This is an optimization exercise on Yosys and OpenROAD, whose aim is small area, a short achievable clock period and few clock cycles per item, not a production implementation.
Function was checked by simulation only, so behaviour that the tests miss may differ from the original.

==> flow/design.v, too long to show whole: its modules and the start of the top module <==
// module sparsity_packer: 119 lines
// module mac_accumulator: 2128 lines
// module pe_fa: 4 lines
// module pe_ha: 4 lines
// module pe: 28 lines
module pe (
    input  logic                          clk,
    input  logic                          i_reset,
    input  logic                          i_input_ready,
    input  logic                          i_mode,
    input  logic [pe_pkg::TILE_W-1:0]     i_in,
    input  logic [pe_pkg::TILE_W-1:0]     i_w,
    input  logic [pe_pkg::TILE_ELEMS-1:0] i_in_mask,
    input  logic [pe_pkg::TILE_ELEMS-1:0] i_w_mask,
    output logic                          o_ready,
    output logic                          o_result_valid,
    output logic [pe_pkg::DATA_W-1:0]     o_result
);
  // ...
==> flow/flow/run.sh <==
#!/bin/bash
set -euo pipefail
export BUFFER_PORTS_ARGS="-buffer_cell sky130_fd_sc_hd__buf_1"
export SETUP_SLACK_MARGIN=6.5
bash standard.sh finish > standard_flow.log 2>&1
==> flow/standard.sh <==
#!/bin/bash
# synth_recipe.tcl (not shown) runs the flow's synth.tcl, then flattens the netlist and writes it again
# the make line also repeats each setting of config.mk as NAME=value (left out here)
make -C /OpenROAD-flow-scripts/flow DESIGN_CONFIG=/design/flow/config.mk WORK_HOME=/design/flow/orfs CLKGATE_MAP_FILE= SYNTH_SCRIPT=/design/flow/synth_recipe.tcl "${@:-finish}"
==> flow/config.mk <==
export PLATFORM = sky130hd
export DESIGN_NAME = pe
export DESIGN_NICKNAME = pe
export VERILOG_FILES = /design/flow/design.v
export SDC_FILE = /design/flow/constraint.sdc
export NUM_CORES = 4
export LEC_CHECK = 0
export ABC_AREA = 1
export CAP_MARGIN = 20
export CORE_MARGIN = 2
export CORE_UTILIZATION = 40
export SLEW_MARGIN = 20
==> flow/constraint.sdc <==
create_clock -name core_clock -period 11.0 [get_ports {clk}]
set_input_delay 2.2000 -clock core_clock [delete_from_list [all_inputs] [get_ports {clk}]]
set_output_delay 2.2000 -clock core_clock [all_outputs]
set_load 0.01 [all_outputs]
==> impl_metrics.tcl, run 1 <==
set metrics [dict create \
    layout_commonest_cell "sky130_fd_sc_hd__nand2_1" \
    setup.worst_path.end_class "flip-flop" \
    grt_use_total 0.4512 \
    final-seq-area_um2 5983 \
    yosys-top-cells-area "sky130_fd_sc_hd__fa_1, sky130_fd_sc_hd__dfxtp_1, sky130_fd_sc_hd__xor2_1, sky130_fd_sc_hd__nand2_1, sky130_fd_sc_hd__inv_1" \
    synthXorXnorAreaFrac 0.1096 \
    finalSetupViolCount 0 \
    floorplan.die.width_um 302.8 \
    timing.critical_path.from_type "input pin" \
    pre_cts_ws_ns 5.329 \
    min_from "u_mac_accumulator.valid_q" \
    via_count 40450 \
    post_route_setup_tns_ns 0 \
    multiInputCombCellCount 3361 \
    yosysTopAreaCell "sky130_fd_sc_hd__fa_1" \
    min_tclk_post_route_ns 4.647 \
    ys_top_cells_by_count "sky130_fd_sc_hd__nand2_1, sky130_fd_sc_hd__inv_1, sky130_fd_sc_hd__xor2_1, sky130_fd_sc_hd__o22ai_1, sky130_fd_sc_hd__fa_1" \
    path_max_fanout 30 \
    flops_latches_synth 279 \
    cp_common_cell "sky130_fd_sc_hd__nor2_1" \
    muxShareOfSynthArea 0 \
    nNonClkBuffers 824 \
    edff_count_synth 36 \
    setup_slack_ns 6.353 \
    design.core.area_um2 88370 \
    yosysWarnings 7 \
    dominantRegCellSynth "sky130_fd_sc_hd__dfxtp_1" \
    multiInputGateArea_um2 25590 \
    ff2ff_path_depth 14 \
    taps 1165 \
    clock_buffer_count 52 \
    worstPathArrival_ns 5.03 \
    met2_usage 0.6422 \
    timing.rr.end "u_mac_accumulator.row_q2[24]" \
    post_synth.cell_area_avg_um2 7.514 \
    cts_tree "yes" \
    path_length_in_cells_of_the_critical_path 10 \
    status "complete, no violations" \
]
Testbench counts, summed over its fixed seeds: cycles 14,712, items 4,000.
==> run 2, diff against run 1 <==
--- a/flow/design.v
+++ b/flow/design.v
@@ -165,18 +165,17 @@
     logic [35:0] row_q2;
     logic [35:0] acc;
     logic [35:0] acc_in;
     logic [35:0] s1;
     logic [35:0] c1;
     logic [35:0] acc_s;
     logic [35:0] c2;
     logic [35:0] acc_c;
-    logic          valid_q;
-    logic          valid_qq;
+    logic          reset_q;
     logic          last_q;
     logic          last_qq;
     logic          clr_q;
     logic p0_0_1;
     logic p0_0_2;
     logic p0_0_3;
     logic p0_0_4;
     logic p0_0_5;
@@ -1295,19 +1294,19 @@
     logic c1118;
     logic s1119;
     logic c1120;
     logic s1121;
     logic c1122;
     logic s1123;
     logic c1124;
     always_ff @(posedge clk) begin
-        act_q0 <= ~i_act[19:0];
+        act_q0 <= ~(i_act[19:0] & {20{i_valid}});
         wgt_q0 <= i_wgt[19:0];
-        act_q1 <= ~i_act[39:20];
+        act_q1 <= ~(i_act[39:20] & {20{i_valid}});
         wgt_q1 <= i_wgt[39:20];
     end
     assign one_q0[0] = ~(wgt_q0[0] ^ 1'b0);
     assign two_q0[0] = ~((wgt_q0[1] & ~wgt_q0[0] & ~1'b0) | (~wgt_q0[1] & wgt_q0[0] & 1'b0));
     assign neg_q0[0] = wgt_q0[1];
     assign one_q0[1] = ~(wgt_q0[2] ^ wgt_q0[1]);
     assign two_q0[1] = ~((wgt_q0[3] & ~wgt_q0[2] & ~wgt_q0[1]) | (~wgt_q0[3] & wgt_q0[2] & wgt_q0[1]));
     assign neg_q0[1] = wgt_q0[3];
@@ -2242,30 +2241,29 @@
     assign row2[34] = c1120;
     assign row2[35] = c1122;
     always_ff @(posedge clk) begin
         row_q0 <= row0;
         row_q1 <= row1;
         row_q2 <= row2;
     end
     always_ff @(posedge clk) begin
-        if (valid_qq) acc <= acc_s + acc_c;
+        acc <= acc_s + acc_c;
     end
     assign acc_in = clr_q ? '0 : acc;
     for (genvar i = 0; i < 36; i++) begin : g_csa
         pe_fa u_fa1 (.a(acc_in[i]), .b(row_q0[i]), .c(row_q1[i]), .s(s1[i]), .co(c1[i]));
         pe_fa u_fa2 (.a(s1[i]), .b(i == 0 ? 1'b0 : c1[i-1]), .c(row_q2[i]), .s(acc_s[i]), .co(c2[i]));
     end
     assign acc_c = {c2[34:0], 1'b0};
     always_ff @(posedge clk) begin
-        valid_q        <= !i_reset && i_valid;
-        valid_qq       <= !i_reset && valid_q;
+        reset_q        <= i_reset;
         last_q         <= !i_reset && i_last;
         last_qq        <= !i_reset && last_q;
-        clr_q          <= i_reset || last_qq || (clr_q && !valid_qq);
+        clr_q          <= i_reset || reset_q || last_qq;
         o_result_valid <= !i_reset && last_qq;
     end
     assign o_result = acc[35:16];
 endmodule
 module pe_fa (input logic a, input logic b, input logic c, output logic s, output logic co);
     assign s  = a ^ b ^ c;
     assign co = (a & b) | (a & c) | (b & c);
 endmodule
==> run 2 against run 1 <==
Against the previous run:
- first-iteration DRC count decreased by 5.4%
- clock skew fell by 0.0058 ns
- non-clock buffer count grew 28
- maximum frequency increased by 3.5%
- critical path depth grew 5
==> impl_metrics.tcl, run 2 <==
set metrics [dict create \
    syn_area_um2 35590 \
    nNetsFinal 6457 \
    ys_async_sr_fraction 0 \
    min_tclk_post_route_ns 4.489 \
    transition_time_at_the_pin_with_the_least_slew_margin_ns 1.288 \
    maxCapViolations 0 \
    drt-vias-per-instance 6.116 \
    placed_cell_area_um2 38940 \
    yosysTopAreaCell "sky130_fd_sc_hd__fa_1" \
    period_share 0.4081 \
    drt-wirelength-per-cell_um 31.81 \
    setup.worst_path.end_class "flip-flop" \
    filler_cell_count 9231 \
    post-synth-top-area-fraction 0.2199 \
    worstHoldEndpoint "u_mac_accumulator.last_qq" \
    final.setup_skew_ns 0.03088 \
    finalSetupViolCount 0 \
    report.final.slew_viol_count 0 \
    ioPinCount 698 \
    rr_startpoint "u_mac_accumulator.wgt_q1[17]" \
    via_count 40210 \
    layout_commonest_cell "sky130_fd_sc_hd__nand2_1" \
    totalWireLength_um 209100 \
    routability_congestion_estimate 1.081 \
    netlist-cell-type-count 58 \
    dpl.hpwl_um 163300 \
    timing.rr.end "u_mac_accumulator.row_q2[20]" \
    cp_slowest_stage_delay_ns 0.41 \
    grt_use_total 0.4447 \
    post-route-cell-area_um2 41310 \
    status "complete, no violations" \
    timing.critical_path.from_type "input pin" \
    synth-seq-area-share 0.1564 \
    syn2layout_area_growth_pct 16.05 \
    design.core.area_um2 88240 \
    min_path_cells 2 \
    rsz0062_at_grt "no" \
    timing.critical_path.cells "buf_1 > nand2_2 > nand2_2 > nor2_4 > nor2_2 > nand2_1 > o21ai_2 > buf_6 > clkinvlp_4 > buf_4 > nand2_1 > o211ai_1 > nor4_1 > nand2_1 > nand2_1" \
    route.antenna.remaining_nets 0 \
    post-synth-top-count-cell "sky130_fd_sc_hd__nand2_1" \
    detail_route.iter0.violations 5810 \
    fp.dieArea_um2 91390 \
    maximum_buffer_depth_of_the_clock_tree 3 \
    worstPathArrival_ns 5.00 \
    cts.htree.levels 2 \
    final.hold.worst_slack_ns 0.4253 \
    required_time_of_the_worst_setup_path_ns 11.52 \
    dominantRegCellSynth "sky130_fd_sc_hd__dfxtp_1" \
    cts-buffers-inserted 37 \
    yosysWarnings 7 \
    place.port_buffers 697 \
    floorplan.die.width_um 302.3 \
    ff2ff_path_depth 15 \
    cts_root_buffer "sky130_fd_sc_hd__clkbuf_16" \
    fp-row-count 109 \
    clock_latency_ns 0.58 \
    firstDrtPassIters 8 \
    number_of_global_route_vias_before_repair 38130 \
    path_max_fanout 15 \
    drive_gt1_frac 0.07977 \
    layout.cells.most_common_list "sky130_fd_sc_hd__nand2_1, sky130_fd_sc_hd__inv_1, sky130_fd_sc_hd__buf_1" \
    edff_count_synth 0 \
    die_height_um 302.3 \
    criticalPathCategory "in -> reg" \
    cts_hold_buffers 0 \
    min_from "u_mac_accumulator.last_q" \
    synth_nets 5905 \
    remaining_drc_errors 0 \
    max_freq_mhz 222.8 \
    worst_slew_margin_rel 0.1416 \
    cts_tree "yes" \
    tritoncts_num_sinks 278 \
    ff2ff_setup_slack_ns 6.58 \
    grt_start_max_net_pins 52 \
    post_route_setup_tns_ns 0 \
    ys_top_cells_by_count "sky130_fd_sc_hd__nand2_1, sky130_fd_sc_hd__inv_1, sky130_fd_sc_hd__o22ai_1, sky130_fd_sc_hd__xor2_1, sky130_fd_sc_hd__fa_1" \
    grt_pass1_wl_um 288900 \
    flops_latches_synth 278 \
    grt_antenna_before_repair 72 \
    post_synth.cell_area_avg_um2 7.456 \
    clock_pin_slew_of_the_registers_on_the_worst_case_setup_and_hold_paths_ns 0.07 \
    grt_remaining_overflow 0 \
    cp_common_cell "sky130_fd_sc_hd__nand2_1" \
    cp_slowest_cell "sky130_fd_sc_hd__nor4_1" \
    initial_core_util 0.4034 \
    hold_viol_final 0 \
    yosys-top-cells-area "sky130_fd_sc_hd__fa_1, sky130_fd_sc_hd__dfxtp_1, sky130_fd_sc_hd__xor2_1, sky130_fd_sc_hd__nand2_1, sky130_fd_sc_hd__inv_1" \
    hold_class "reg -> reg" \
    synthesis.instances 4774 \
]
-- run 2: cell types whose count changed in the layout (fill, tap and decap cells not counted), sizes merged, moves of 23 or more --
cell,previous run,this run
a221oi,89,114
buf,823,847
dfxtp,243,278
edfxtp,36,0
inv,768,791
nand2,991,887
nor2,205,239
o2111ai,59,29
o21ai,108,151
o22ai,422,463
-- run 2: layout make-up --
| cell class | instances | area, um^2 | area share |
|---|---|---|---|
| diodes | 56 | 140.1 | 0.003393 |
| clock buffers | 53 | 1089 | 0.02635 |
| clock inverters | 13 | 160.2 | 0.003877 |
| inverters | 810 | 3129 | 0.07576 |
| multi-input cells | 3346 | 25800 | 0.6246 |
| flip-flops and latches | 278 | 5602 | 0.1356 |
| well taps | 1165 | 1458 | 0.03529 |
| repair buffers | 852 | 3920 | 0.09490 |
| repair inverters | 1 | 7.507 | 0.0001817 |
-- run 2: how the worst max path moves through the flow --
stage                                              end  cells past startpoint                         start
after floorplan           u_mac_accumulator.row_q2[24]                     14  u_mac_accumulator.wgt_q0[11]
after global placement    u_mac_accumulator.row_q2[24]                     13  u_mac_accumulator.wgt_q1[15]
after global routing         u_mac_accumulator.acc[35]                     20       u_mac_accumulator.clr_q
after CTS                 u_mac_accumulator.row_q2[19]                     14  u_mac_accumulator.wgt_q1[11]
after detailed placement  u_mac_accumulator.row_q2[24]                     13  u_mac_accumulator.wgt_q1[15]
final                      u_mac_accumulator.act_q0[7]                     15                   i_w_mask[0]
-- run 2: metrics by stage --
stage,utilization,worst slack [ns],instances
2_1_floorplan,-,6.723,4774
3_3_place_gp,0.4413,5.061,6388
3_5_place_dp,0.4413,5.049,6388
4_1_cts,0.4616,6.502,6494
5_1_grt,0.4677,6.479,6560
6_report,0.4681,6.511,6574
-- run 2: timing repair --
item | 4_1_cts | 5_1_grt
resized for setup | 62 | 70
setup endpoints to repair | 137 | 79
buffers inserted | 39 | 23
gates cloned | 1 | 1
pin swaps | 7 | 5
-- run 2: worst max-delay path: cells and delay by family --
kind	cells	cell delay (ns)
buf+inv	4	1.12
compound gates	2	0.17
simple gates	9	1.49
-- run 2: kinds of logic (layout without fill, tap and decap cells) --
logic type	Yosys count	count (layout)	share of synthesized area
simple gates	1383	1383	0.1699
buf+inv	1151	1729	0.1274
compound gates	1065	1066	0.1952
fa+ha+maj	455	455	0.2424
xor+xnor	442	442	0.1088
flops	278	278	0.1564
other cells	0	56	0
-- run 2: per-layer routing --
metal,global-route usage,part of all wire,vias to the layer above
met2,0.6209,0.40,3324
met1,0.5868,0.39,19340
met5,0,0.0010,-
met3,0.1873,0.15,653
li1,-,-,16850
met4,0.2177,0.059,34
Testbench counts of run 2, summed over its fixed seeds: cycles 14,712, items 4,000.
==> run 3, diff against run 2 <==
--- a/flow/config.mk
+++ b/flow/config.mk
@@ -9,4 +9,4 @@
 export CAP_MARGIN = 20
 export CORE_MARGIN = 2
 export CORE_UTILIZATION = 40
-export SLEW_MARGIN = 20
+export SLEW_MARGIN = 50
==> run 3 against run 2 <==
Against the previous run:
- still clean
- highest routed layer unchanged
- maximum frequency fell by 1.4%
- flip-flop and latch count did not move
- die area is the same
- sequential share of layout area about the same
- core utilization is 0.095 points lower
- area after synthesis is the same
- design area is 0.20% lower
- register-to-register slack hardly changed
- critical path depth decreased by 1
- first-iteration DRC count rose by 5.4%
==> impl_metrics.tcl, run 3 <==
set metrics [dict create \
    status "complete, no violations" \
    cts_hold_buffers 0 \
    remaining_drc_errors 0 \
    post-synth-top-count-cell "sky130_fd_sc_hd__nand2_1" \
    route.antenna.remaining_nets 0 \
    multiInputGateArea_um2 25810 \
    cp_slowest_stage_delay_ns 0.44 \
    critical-path-top-delay-family "simple AND/OR/NAND/NOR gates" \
    fp-row-count 109 \
    rsz0062_at_grt "yes" \
    floorplan.die.width_um 302.3 \
    cts-buffers-inserted 37 \
    transition_time_at_the_pin_with_the_least_slew_margin_ns 0.8251 \
    routability_congestion_estimate 1.081 \
    criticalPathCategory "in -> reg" \
    detail_route.iter0.violations 6126 \
    report.final.slew_viol_count 0 \
    worst_slew_margin_rel 0.4499 \
    pre_cts_ws_ns 5.641 \
    max_freq_mhz 219.6 \
    hold_class "reg -> reg" \
    synth-seq-area-share 0.1564 \
    flops_latches_synth 278 \
    yosysWarnings 7 \
    dominantRegCellSynth "sky130_fd_sc_hd__dfxtp_1" \
    setup_slack_ns 6.446 \
    drt-vias-per-instance 6.147 \
    design.core.area_um2 88240 \
    grt_pass1_wl_um 287100 \
    layout.cells.most_common_list "sky130_fd_sc_hd__nand2_1, sky130_fd_sc_hd__inv_1, sky130_fd_sc_hd__buf_1" \
    grt_antenna_before_repair 79 \
    finish.utilization 0.4672 \
    worstPathArrival_ns 5.08 \
    clock_pin_slew_of_the_registers_on_the_worst_case_setup_and_hold_paths_ns 0.07 \
    finalSetupViolCount 0 \
    die_height_um 302.3 \
    netlist-cell-type-count 58 \
    ys_async_sr_fraction 0 \
    timing.critical_path.cells "buf_1 > nand2_2 > nand2_2 > nor2_4 > nor2_2 > nand2_1 > o21ai_2 > buf_4 > inv_1 > nand2_1 > o211ai_1 > nor4_1 > nand2_1 > nand2_1" \
    yosys-top-cells-area "sky130_fd_sc_hd__fa_1, sky130_fd_sc_hd__dfxtp_1, sky130_fd_sc_hd__xor2_1, sky130_fd_sc_hd__nand2_1, sky130_fd_sc_hd__inv_1" \
    edff_count_synth 0 \
    clock_latency_ns 0.60 \
    totalWireLength_um 208100 \
    nNetsFinal 6440 \
    maxCapViolations 0 \
    cts_tree "yes" \
    final.hold.worst_slack_ns 0.4222 \
    post_synth.cell_area_avg_um2 7.456 \
    grt_start_max_net_pins 52 \
    timing.critical_path.from_type "input pin" \
    path_max_fanout 15 \
    fp.dieArea_um2 91390 \
    grt_remaining_overflow 0 \
    firstDrtPassIters 10 \
    synthesis.instances 4774 \
    post-place-cells 6389 \
    ys_top_cells_by_count "sky130_fd_sc_hd__nand2_1, sky130_fd_sc_hd__inv_1, sky130_fd_sc_hd__o22ai_1, sky130_fd_sc_hd__xor2_1, sky130_fd_sc_hd__fa_1" \
    post-synth-top-area-fraction 0.2199 \
    layoutNonFillerInstCount 6562 \
    place.port_buffers 697 \
    final-seq-area_um2 5610 \
    initial_core_util 0.4034 \
    maximum_buffer_depth_of_the_clock_tree 3 \
    required_time_of_the_worst_setup_path_ns 11.53 \
    cp_slowest_cell "sky130_fd_sc_hd__nor4_1" \
    setup.worst_path.end_class "flip-flop" \
    ioPinCount 698 \
    dpl.hpwl_um 163200 \
    tritoncts_num_sinks 278 \
    hold_viol_final 0 \
    min_tclk_post_route_ns 4.554 \
    cts_root_buffer "sky130_fd_sc_hd__clkbuf_16" \
    final.setup_skew_ns 0.04022 \
    synth_nets 5905 \
    drive_gt1_frac 0.08077 \
    cts.htree.levels 2 \
    yosysTopAreaCell "sky130_fd_sc_hd__fa_1" \
    post_route_setup_tns_ns 0 \
    syn_area_um2 35590 \
    via_count 40340 \
    grt_use_total 0.4422 \
    layout_commonest_cell "sky130_fd_sc_hd__nand2_1" \
    filler_cell_count 9125 \
    cp_common_cell "sky130_fd_sc_hd__nand2_1" \
    syn2layout_area_growth_pct 15.82 \
    path_buf_inv 3 \
    period_share 0.4140 \
    drt-wirelength-per-cell_um 31.71 \
    number_of_global_route_vias_before_repair 38260 \
]
run 3: cell counts after synthesis:
Identical to the previous run, type by type.
run 3: layer usage:
metal | global-route usage | up-vias | wire, um
met5 | 0.006729 | - | 476
met4 | 0.2156 | 38 | 12420
met3 | 0.1783 | 701 | 32410
met2 | 0.6183 | 3342 | 82870
met1 | 0.5873 | 19440 | 79880
li1 | - | 16810 | -
run 3: cells by family after synthesis:
family,after synthesis,synth area share
compound gates,1065,0.1952
xor+xnor,442,0.1088
fa+ha+maj,455,0.2424
buf+inv,1151,0.1274
flops,278,0.1564
simple gates,1383,0.1699
run 3: final cells by class:
type | count | share of cell area
multi-input cells | 3346 | 0.6261
flip-flops and latches | 278 | 0.1361
repair buffers | 836 | 0.09148
inverters | 810 | 0.07555
well taps | 1165 | 0.03536
clock buffers | 45 | 0.02468
clock inverters | 21 | 0.006981
diodes | 61 | 0.003703
run 3: worst paths after layout:
kind	start	to	slack, ns	depth (start not counted)
setup reg to reg	u_mac_accumulator.wgt_q1[13]	u_mac_accumulator.row_q2[19]	6.58	13
hold / removal	u_mac_accumulator.last_q	u_mac_accumulator.last_qq	0.42	2
setup / recovery	i_w_mask[0]	u_mac_accumulator.act_q0[7]	6.45	14
hold reg to reg	u_mac_accumulator.last_q	u_mac_accumulator.last_qq	0.42	2
run 3: worst reg2reg max path: stages, from the launching register on:
cell	delay (ns)
sky130_fd_sc_hd__dfxtp_4	0.56
sky130_fd_sc_hd__inv_2	0.32
sky130_fd_sc_hd__o21ai_2	0.43
sky130_fd_sc_hd__buf_4	0.30
sky130_fd_sc_hd__o22ai_1	0.11
sky130_fd_sc_hd__xor2_1	0.18
sky130_fd_sc_hd__fa_1	0.52
sky130_fd_sc_hd__inv_1	0.07
sky130_fd_sc_hd__fa_1	0.48
sky130_fd_sc_hd__inv_1	0.05
sky130_fd_sc_hd__fa_1	0.45
sky130_fd_sc_hd__fa_1	0.37
sky130_fd_sc_hd__inv_1	0.08
sky130_fd_sc_hd__fa_1	0.40
run 3: timing repair:
action                                  4_1_cts  5_1_grt
pin swaps                                     5        8
cloned                                        1        0
resized for setup                            28       57
setup buffers                                33       12
endpoints found under the setup margin       73       72
endpoints found under the hold margin         0        0
run 3: per-stage QoR:
stage,cell area (um^2)
floorplan,35590
global placement,38940
detailed placement,39110
CTS,40810
global route,41190
finish,41220
==> run 4, diff against run 3 <==
==> flow/flow/run.sh (replaced) <==
#!/bin/bash
set -euo pipefail
export BUFFER_PORTS_ARGS="-buffer_cell sky130_fd_sc_hd__buf_1"
export SETUP_SLACK_MARGIN=7.0
bash standard.sh finish > standard_flow.log 2>&1
--- a/flow/config.mk
+++ b/flow/config.mk
@@ -9,4 +9,4 @@
 export CAP_MARGIN = 20
 export CORE_MARGIN = 2
 export CORE_UTILIZATION = 40
-export SLEW_MARGIN = 50
+export SLEW_MARGIN = 20
==> run 4 against run 3 <==
Against the previous run:
- still clean on timing, DRC and antenna
- design area up 6.8%
- via count rose by 3.1%
- final cell count is 2.2% higher
- first-iteration DRC count up 0.87%
- core utilization rose by 3.2 points
- non-clock buffer count is 131 higher
- flip-flop and latch count unchanged
- clock-buffer cell count rose by 2
- register-to-register slack improved by 0.29 ns
- maximum frequency is 10% higher
==> impl_metrics.tcl, run 4 <==
set metrics [dict create \
    grt_start_max_net_pins 52 \
    flops_latches_synth 278 \
    nNetsFinal 6582 \
    floorplan.die.width_um 302.3 \
    remaining_drc_errors 0 \
    ioPinCount 698 \
    synth-seq-area-share 0.1564 \
    post_route_setup_tns_ns 0 \
    period_share 0.3754 \
    grt_use_total 0.4688 \
    hold_viol_final 0 \
    dr.max_layer_used "met5" \
    maxCapViolations 0 \
    timing.critical_path.from_type "flip-flop" \
    ys_top_cells_by_count "sky130_fd_sc_hd__nand2_1, sky130_fd_sc_hd__inv_1, sky130_fd_sc_hd__o22ai_1, sky130_fd_sc_hd__xor2_1, sky130_fd_sc_hd__fa_1" \
    rr_startpoint "u_mac_accumulator.wgt_q1[5]" \
    clock_latency_ns 0.59 \
    yosysWarnings 7 \
    drt-wirelength-per-cell_um 33.26 \
    cts_tree "yes" \
    required_time_of_the_worst_setup_path_ns 11.53 \
    die_height_um 302.3 \
    hold_class "reg -> reg" \
    dpl.hpwl_um 167600 \
    status "complete, no violations" \
    grt_remaining_overflow 0 \
    synthesis.instances 4774 \
    min_from "u_mac_accumulator.reset_q" \
    fp-row-count 109 \
    setup_slack_ns 6.870 \
    layout_commonest_cell "sky130_fd_sc_hd__nand2_1" \
    fp.dieArea_um2 91390 \
    worst_slew_margin_rel 0.2184 \
    layoutNonFillerInstCount 6704 \
    post-place-cells 6386 \
    detailroute.wirelength.met2_um 90590 \
    min_tclk_post_route_ns 4.130 \
    grt_antenna_before_repair 75 \
    final.setup_skew_ns 0.03555 \
    transition_time_at_the_pin_with_the_least_slew_margin_ns 1.171 \
    cts.htree.levels 2 \
    path_max_fanout 5 \
    cts_hold_buffers 0 \
    layout.cells.most_common_list "sky130_fd_sc_hd__nand2_1, sky130_fd_sc_hd__inv_1, sky130_fd_sc_hd__buf_1" \
    via_count 41570 \
    met3_length_um 34520 \
    yosys-top-cells-area "sky130_fd_sc_hd__fa_1, sky130_fd_sc_hd__dfxtp_1, sky130_fd_sc_hd__xor2_1, sky130_fd_sc_hd__nand2_1, sky130_fd_sc_hd__inv_1" \
    detail_route.iter0.violations 6179 \
    worstHoldEndpoint "u_mac_accumulator.clr_q" \
    post-synth-top-area-fraction 0.2199 \
    route.antenna.remaining_nets 0 \
    post-synth-top-count-cell "sky130_fd_sc_hd__nand2_1" \
    edff_count_synth 0 \
    max_freq_mhz 242.1 \
    place.port_buffers 697 \
    pre_cts_ws_ns 5.235 \
    ys_async_sr_fraction 0 \
    finish.utilization 0.4990 \
    rsz0062_at_grt "yes" \
    setup.worst_path.end_class "flip-flop" \
    number_of_global_route_vias_before_repair 39690 \
    cts-buffers-inserted 37 \
    placed_cell_area_um2 38990 \
    ff2ff_path_depth 13 \
    min_path_cells 2 \
    syn2layout_area_growth_pct 23.71 \
    dominantRegCellSynth "sky130_fd_sc_hd__dfxtp_1" \
    criticalPathCategory "reg -> reg" \
    ff2ff_setup_slack_ns 6.87 \
    syn_area_um2 35590 \
    worstPathArrival_ns 4.66 \
    netlist-cell-type-count 58 \
    timing.rr.end "u_mac_accumulator.row_q2[24]" \
    synth_nets 5905 \
    finalSetupViolCount 0 \
    maximum_buffer_depth_of_the_clock_tree 3 \
    firstDrtPassIters 9 \
    post_synth.cell_area_avg_um2 7.456 \
    m1WireLength_um 82850 \
    initial_core_util 0.4034 \
    drt-vias-per-instance 6.201 \
    design.core.area_um2 88240 \
    cts_root_buffer "sky130_fd_sc_hd__clkbuf_16" \
    routability_congestion_estimate 1.089 \
    clock_pin_slew_of_the_registers_on_the_worst_case_setup_and_hold_paths_ns 0.07 \
    grt_pass1_wl_um 302200 \
    yosysTopAreaCell "sky130_fd_sc_hd__fa_1" \
    tritoncts_num_sinks 278 \
    drive_gt1_frac 0.1380 \
    post-route-cell-area_um2 44030 \
    totalWireLength_um 223000 \
    report.final.slew_viol_count 0 \
]
## run 4: cell counts after synthesis
No cell type changed its count.
## run 4: cell families (layout without fill, tap and decap cells)
kind of cell | Yosys count | count (layout) | share of synthesized area
other cells | 0 | 62 | 0
flops | 278 | 278 | 0.1564
simple gates | 1383 | 1389 | 0.1699
fa+ha+maj | 455 | 455 | 0.2424
xor+xnor | 442 | 442 | 0.1088
compound gates | 1065 | 1066 | 0.1952
buf+inv | 1151 | 1847 | 0.1274
## run 4: critical path, stage by stage, from the launching register on
cell and delay [ns]:
sky130_fd_sc_hd__dfxtp_4 0.41, sky130_fd_sc_hd__buf_12 0.16, sky130_fd_sc_hd__clkinvlp_4 0.24, sky130_fd_sc_hd__o21ai_4 0.27, sky130_fd_sc_hd__buf_12 0.15, sky130_fd_sc_hd__o22ai_2 0.06, sky130_fd_sc_hd__xor2_1 0.24, sky130_fd_sc_hd__fa_2 0.50
sky130_fd_sc_hd__fa_2 0.53, sky130_fd_sc_hd__inv_1 0.05, sky130_fd_sc_hd__fa_2 0.34, sky130_fd_sc_hd__fa_1 0.56, sky130_fd_sc_hd__inv_2 0.05, sky130_fd_sc_hd__fa_2 0.50
## run 4: timing repair
item	4_1_cts	5_1_grt
pin swaps	41	87
endpoints found under the hold margin	0	0
buffers inserted	128	43
cloned	10	10
endpoints found under the setup margin	184	117
gates resized for setup	301	201
## run 4: area by class of cell
cell class	count	area (um^2)
inverter	810	3244
sequential	278	5662
multi-input combinational	3352	26900
timing repair inverter	5	35.03
antenna	62	155.1
fill	8974	44200
clock buffer	47	1056
tap	1165	1458
clock inverter	18	212.7
timing repair buffer	967	5314
## run 4: per-layer routing
| metal | GRT usage | vias up |
|---|---|---|
| met2 | 0.6746 | 3609 |
| met3 | 0.1937 | 853 |
| met4 | 0.2274 | 26 |
| met5 | 0 | - |
| met1 | 0.6050 | 19950 |
| li1 | - | 17130 |
## run 4: worst max path at each step
stage	slack, ns	from	cells after the start	to
floorplan	7.00	u_mac_accumulator.wgt_q0[11]	15	u_mac_accumulator.row_q2[22]
global placement	5.23	u_mac_accumulator.wgt_q0[7]	13	u_mac_accumulator.row_q2[21]
detailed placement	5.24	u_mac_accumulator.wgt_q0[9]	12	u_mac_accumulator.row_q2[24]
CTS	6.94	u_mac_accumulator.wgt_q1[5]	14	u_mac_accumulator.row_q2[24]
global route	6.87	u_mac_accumulator.wgt_q1[13]	15	u_mac_accumulator.row_q2[24]
finish	6.87	u_mac_accumulator.wgt_q1[5]	13	u_mac_accumulator.row_q2[24]
## run 4: metrics by stage
step / hold WS (ns)
after detailed placement: 0.3907
after global routing: 0.4641
after global placement: 0.3886
after CTS: 0.4154
final: 0.4217
after floorplan: 0.3821
==> run 5, diff against run 4 <==
==> flow/flow/run.sh (replaced) <==
#!/bin/bash
set -euo pipefail
export BUFFER_PORTS_ARGS="-buffer_cell sky130_fd_sc_hd__buf_1"
export SETUP_SLACK_MARGIN=6.0
bash standard.sh finish > standard_flow.log 2>&1
==> run 5 against run 4 <==
Against the previous run:
- clock skew fell by 0.0067 ns
- worst setup slack lost 0.92 ns
- wire length down 6.8%
- clock-buffer cell count rose by 6
- critical path depth fell by 4
- sequential share of layout area rose by 0.86 points
- first-iteration DRC count fell by 4.0%
- area after synthesis stayed put
- hold slack worse by 0.0013 ns
- critical path type is now in -> reg
- critical endpoint is now u_mac_accumulator.wgt_q1[2]
==> impl_metrics.tcl, run 5 <==
set metrics [dict create \
    firstDrtPassIters 8 \
    post-place-cells 6388 \
    remaining_drc_errors 0 \
    grt_pass1_wl_um 287400 \
    maximum_buffer_depth_of_the_clock_tree 3 \
    criticalPathCategory "in -> reg" \
    cts_tree "yes" \
    routability_congestion_estimate 1.081 \
    clock_latency_ns 0.58 \
    worst_slew_margin_rel 0.1282 \
    period_share 0.4588 \
    finish.utilization 0.4612 \
    hold_class "reg -> reg" \
    path_length_in_cells_of_the_critical_path 9 \
    floorplan.die.width_um 302.3 \
    max_freq_mhz 198.1 \
    post_synth.cell_area_avg_um2 7.456 \
    synth-seq-area-share 0.1564 \
    min_tclk_post_route_ns 5.047 \
    cts_root_buffer "sky130_fd_sc_hd__clkbuf_16" \
    route.antenna.remaining_nets 0 \
    post-synth-top-area-fraction 0.2199 \
    timing.critical_path.from_type "input pin" \
    maxCapViolations 0 \
    layoutNonFillerInstCount 6537 \
    ys_async_sr_fraction 0 \
    dpl.hpwl_um 163300 \
    yosys-top-cells-area "sky130_fd_sc_hd__fa_1, sky130_fd_sc_hd__dfxtp_1, sky130_fd_sc_hd__xor2_1, sky130_fd_sc_hd__nand2_1, sky130_fd_sc_hd__inv_1" \
    detail_route.iter0.violations 5932 \
    place.port_buffers 697 \
    nNetsFinal 6423 \
    fp.dieArea_um2 91390 \
    status "complete, no violations" \
    layout_commonest_cell "sky130_fd_sc_hd__nand2_1" \
    fp-row-count 109 \
    worstPathArrival_ns 5.40 \
    drive_gt1_frac 0.06505 \
    setup.worst_path.end_class "flip-flop" \
    grt_start_max_net_pins 52 \
    via_count 40050 \
    yosysWarnings 7 \
    path_max_fanout 19 \
    final.hold.worst_slack_ns 0.4205 \
    drt-vias-per-instance 6.126 \
    cts-buffers-inserted 37 \
    layout.cells.most_common_list "sky130_fd_sc_hd__nand2_1, sky130_fd_sc_hd__inv_1, sky130_fd_sc_hd__buf_1" \
    syn2layout_area_growth_pct 14.33 \
    critical-path-top-delay-family "buffers and inverters" \
    min_path_cells 2 \
    required_time_of_the_worst_setup_path_ns 11.36 \
    number_of_global_route_vias_before_repair 37830 \
    path_buf_inv 2 \
    syn_area_um2 35590 \
    edff_count_synth 0 \
    initial_core_util 0.4034 \
    dominantRegCellSynth "sky130_fd_sc_hd__dfxtp_1" \
    ys_top_cells_by_count "sky130_fd_sc_hd__nand2_1, sky130_fd_sc_hd__inv_1, sky130_fd_sc_hd__o22ai_1, sky130_fd_sc_hd__xor2_1, sky130_fd_sc_hd__fa_1" \
    ff2ff_path_depth 13 \
    cp_slowest_cell "sky130_fd_sc_hd__clkinv_1" \
    timing.critical_path.cells "buf_1 > nand2_1 > nand3_1 > nor2_2 > nor2_4 > clkinv_1 > a22o_1 > a221oi_1 > nand4_1" \
    flops_latches_synth 278 \
    synth_nets 5905 \
    report.final.slew_viol_count 0 \
    grt_use_total 0.4422 \
    finalSetupViolCount 0 \
    grt_remaining_overflow 0 \
    post-synth-top-count-cell "sky130_fd_sc_hd__nand2_1" \
    pre_cts_ws_ns 5.049 \
    ioPinCount 698 \
    clock_pin_slew_of_the_registers_on_the_worst_case_setup_and_hold_paths_ns 0.07 \
    rsz0062_at_grt "yes" \
    tritoncts_num_sinks 278 \
    setup_slack_ns 5.953 \
    cts_hold_buffers 0 \
    yosysTopAreaCell "sky130_fd_sc_hd__fa_1" \
    final.setup_skew_ns 0.02884 \
    transition_time_at_the_pin_with_the_least_slew_margin_ns 1.308 \
    drt-wirelength-per-cell_um 31.78 \
    netlist-cell-type-count 58 \
    synthesis.instances 4774 \
    totalWireLength_um 207700 \
    design.core.area_um2 88240 \
    cts.htree.levels 2 \
    post_route_setup_tns_ns 0 \
    cp_slowest_stage_delay_ns 0.78 \
    grt_antenna_before_repair 73 \
    hold_viol_final 0 \
    die_height_um 302.3 \
]
run 5: changes by cell type in the layout (fill, tap and decap cells not counted), sizes merged:
cell and change:
buf -122, clkinvlp -26, inv +19, clkbuf -17, diode -9, nand2 -6
bufbuf -3, clkinv -2, bufinv -1
run 5: path summary, 6_finish.rpt:
path,startpoint,to,slack (ns)
setup reg to reg,u_mac_accumulator.wgt_q1[15],u_mac_accumulator.row_q2[24],6.08
hold / removal,u_mac_accumulator.last_q,u_mac_accumulator.last_qq,0.42
hold reg to reg,u_mac_accumulator.last_q,u_mac_accumulator.last_qq,0.42
setup / recovery,i_w_mask[14],u_mac_accumulator.wgt_q1[2],5.95
run 5: metrics by stage:
step | cell area [um^2]
2_1_floorplan | 35590
3_3_place_gp | 38940
3_5_place_dp | 38940
4_1_cts | 40250
5_1_grt | 40670
6_report | 40690
run 5: routing by layer:
metal | GRT usage | routed length (um) | vias up
met3 | 0.1867 | 32550 | 673
met2 | 0.6168 | 82680 | 3366
met4 | 0.2092 | 12010 | 38
li1 | - | - | 16770
met5 | 0 | 221 | -
met1 | 0.5865 | 80280 | 19200
run 5: cell type report:
class,count,area [um^2]
inverters,810,3079
flip-flops and latches,278,5580
multi-input cells,3346,25650
repair buffers,819,3547
diodes,53,132.6
fillers,9283,47540
clock buffers,53,1089
well taps,1165,1458
clock inverters,13,160.2
run 5: kinds of logic after synthesis:
family          after synthesis  share of synthesized area
simple gates               1383                     0.1699
buf+inv                    1151                     0.1274
compound gates             1065                     0.1952
fa+ha+maj                   455                     0.2424
xor+xnor                    442                     0.1088
flops                       278                     0.1564
run 5: timing repair:
action	in CTS	in global routing
gates resized for setup	15	19
pin swaps	1	2
gates cloned	0	1
buffers inserted	2	27
setup endpoints to repair	57	33
run 5: tightest hold or removal path, stage by stage (launching register included):
cell,delay (ns)
sky130_fd_sc_hd__dfxtp_1,0.30
sky130_fd_sc_hd__inv_1,0.04
sky130_fd_sc_hd__nor2_1,0.03

==> port drivers added, routing unchanged <==
Ports are ideal in the flow. The routed layouts listed here were re-timed in OpenROAD. Step 1 sets driving cells, clkbuf_16 on the clock port and buf_2 on the other inputs (assumed; they add their load-dependent delay and slew). Step 2 also shifts input and output timing later by t, the mid clock arrival at the registers, as if the neighbouring blocks saw the same clock. Three values: ideal ports, drivers, drivers and shift; two values: the first two.
| run | t (ns) | setup WS [ns] | pins driven straight from the clock port |
|---|---|---|---|
| run 1 | 0.645 | 6.353 / 6.405 / 5.761 | 1 |
| run 2 | 0.645 | 6.511 / 6.531 / 5.887 | 1 |
| run 3 | 0.659 | 6.446 / 6.505 / 5.845 | 1 |
| run 4 | 0.655 | 6.870 / 6.870 / 6.243 | 1 |
| run 5 | 0.643 | 5.953 / 6.002 / 5.359 | 1 |
After both steps every run listed still meets setup and hold. For run 4, which loses most, drivers alone change the setup slack by 0.000 ns; drivers and shift together by -0.627 ns.
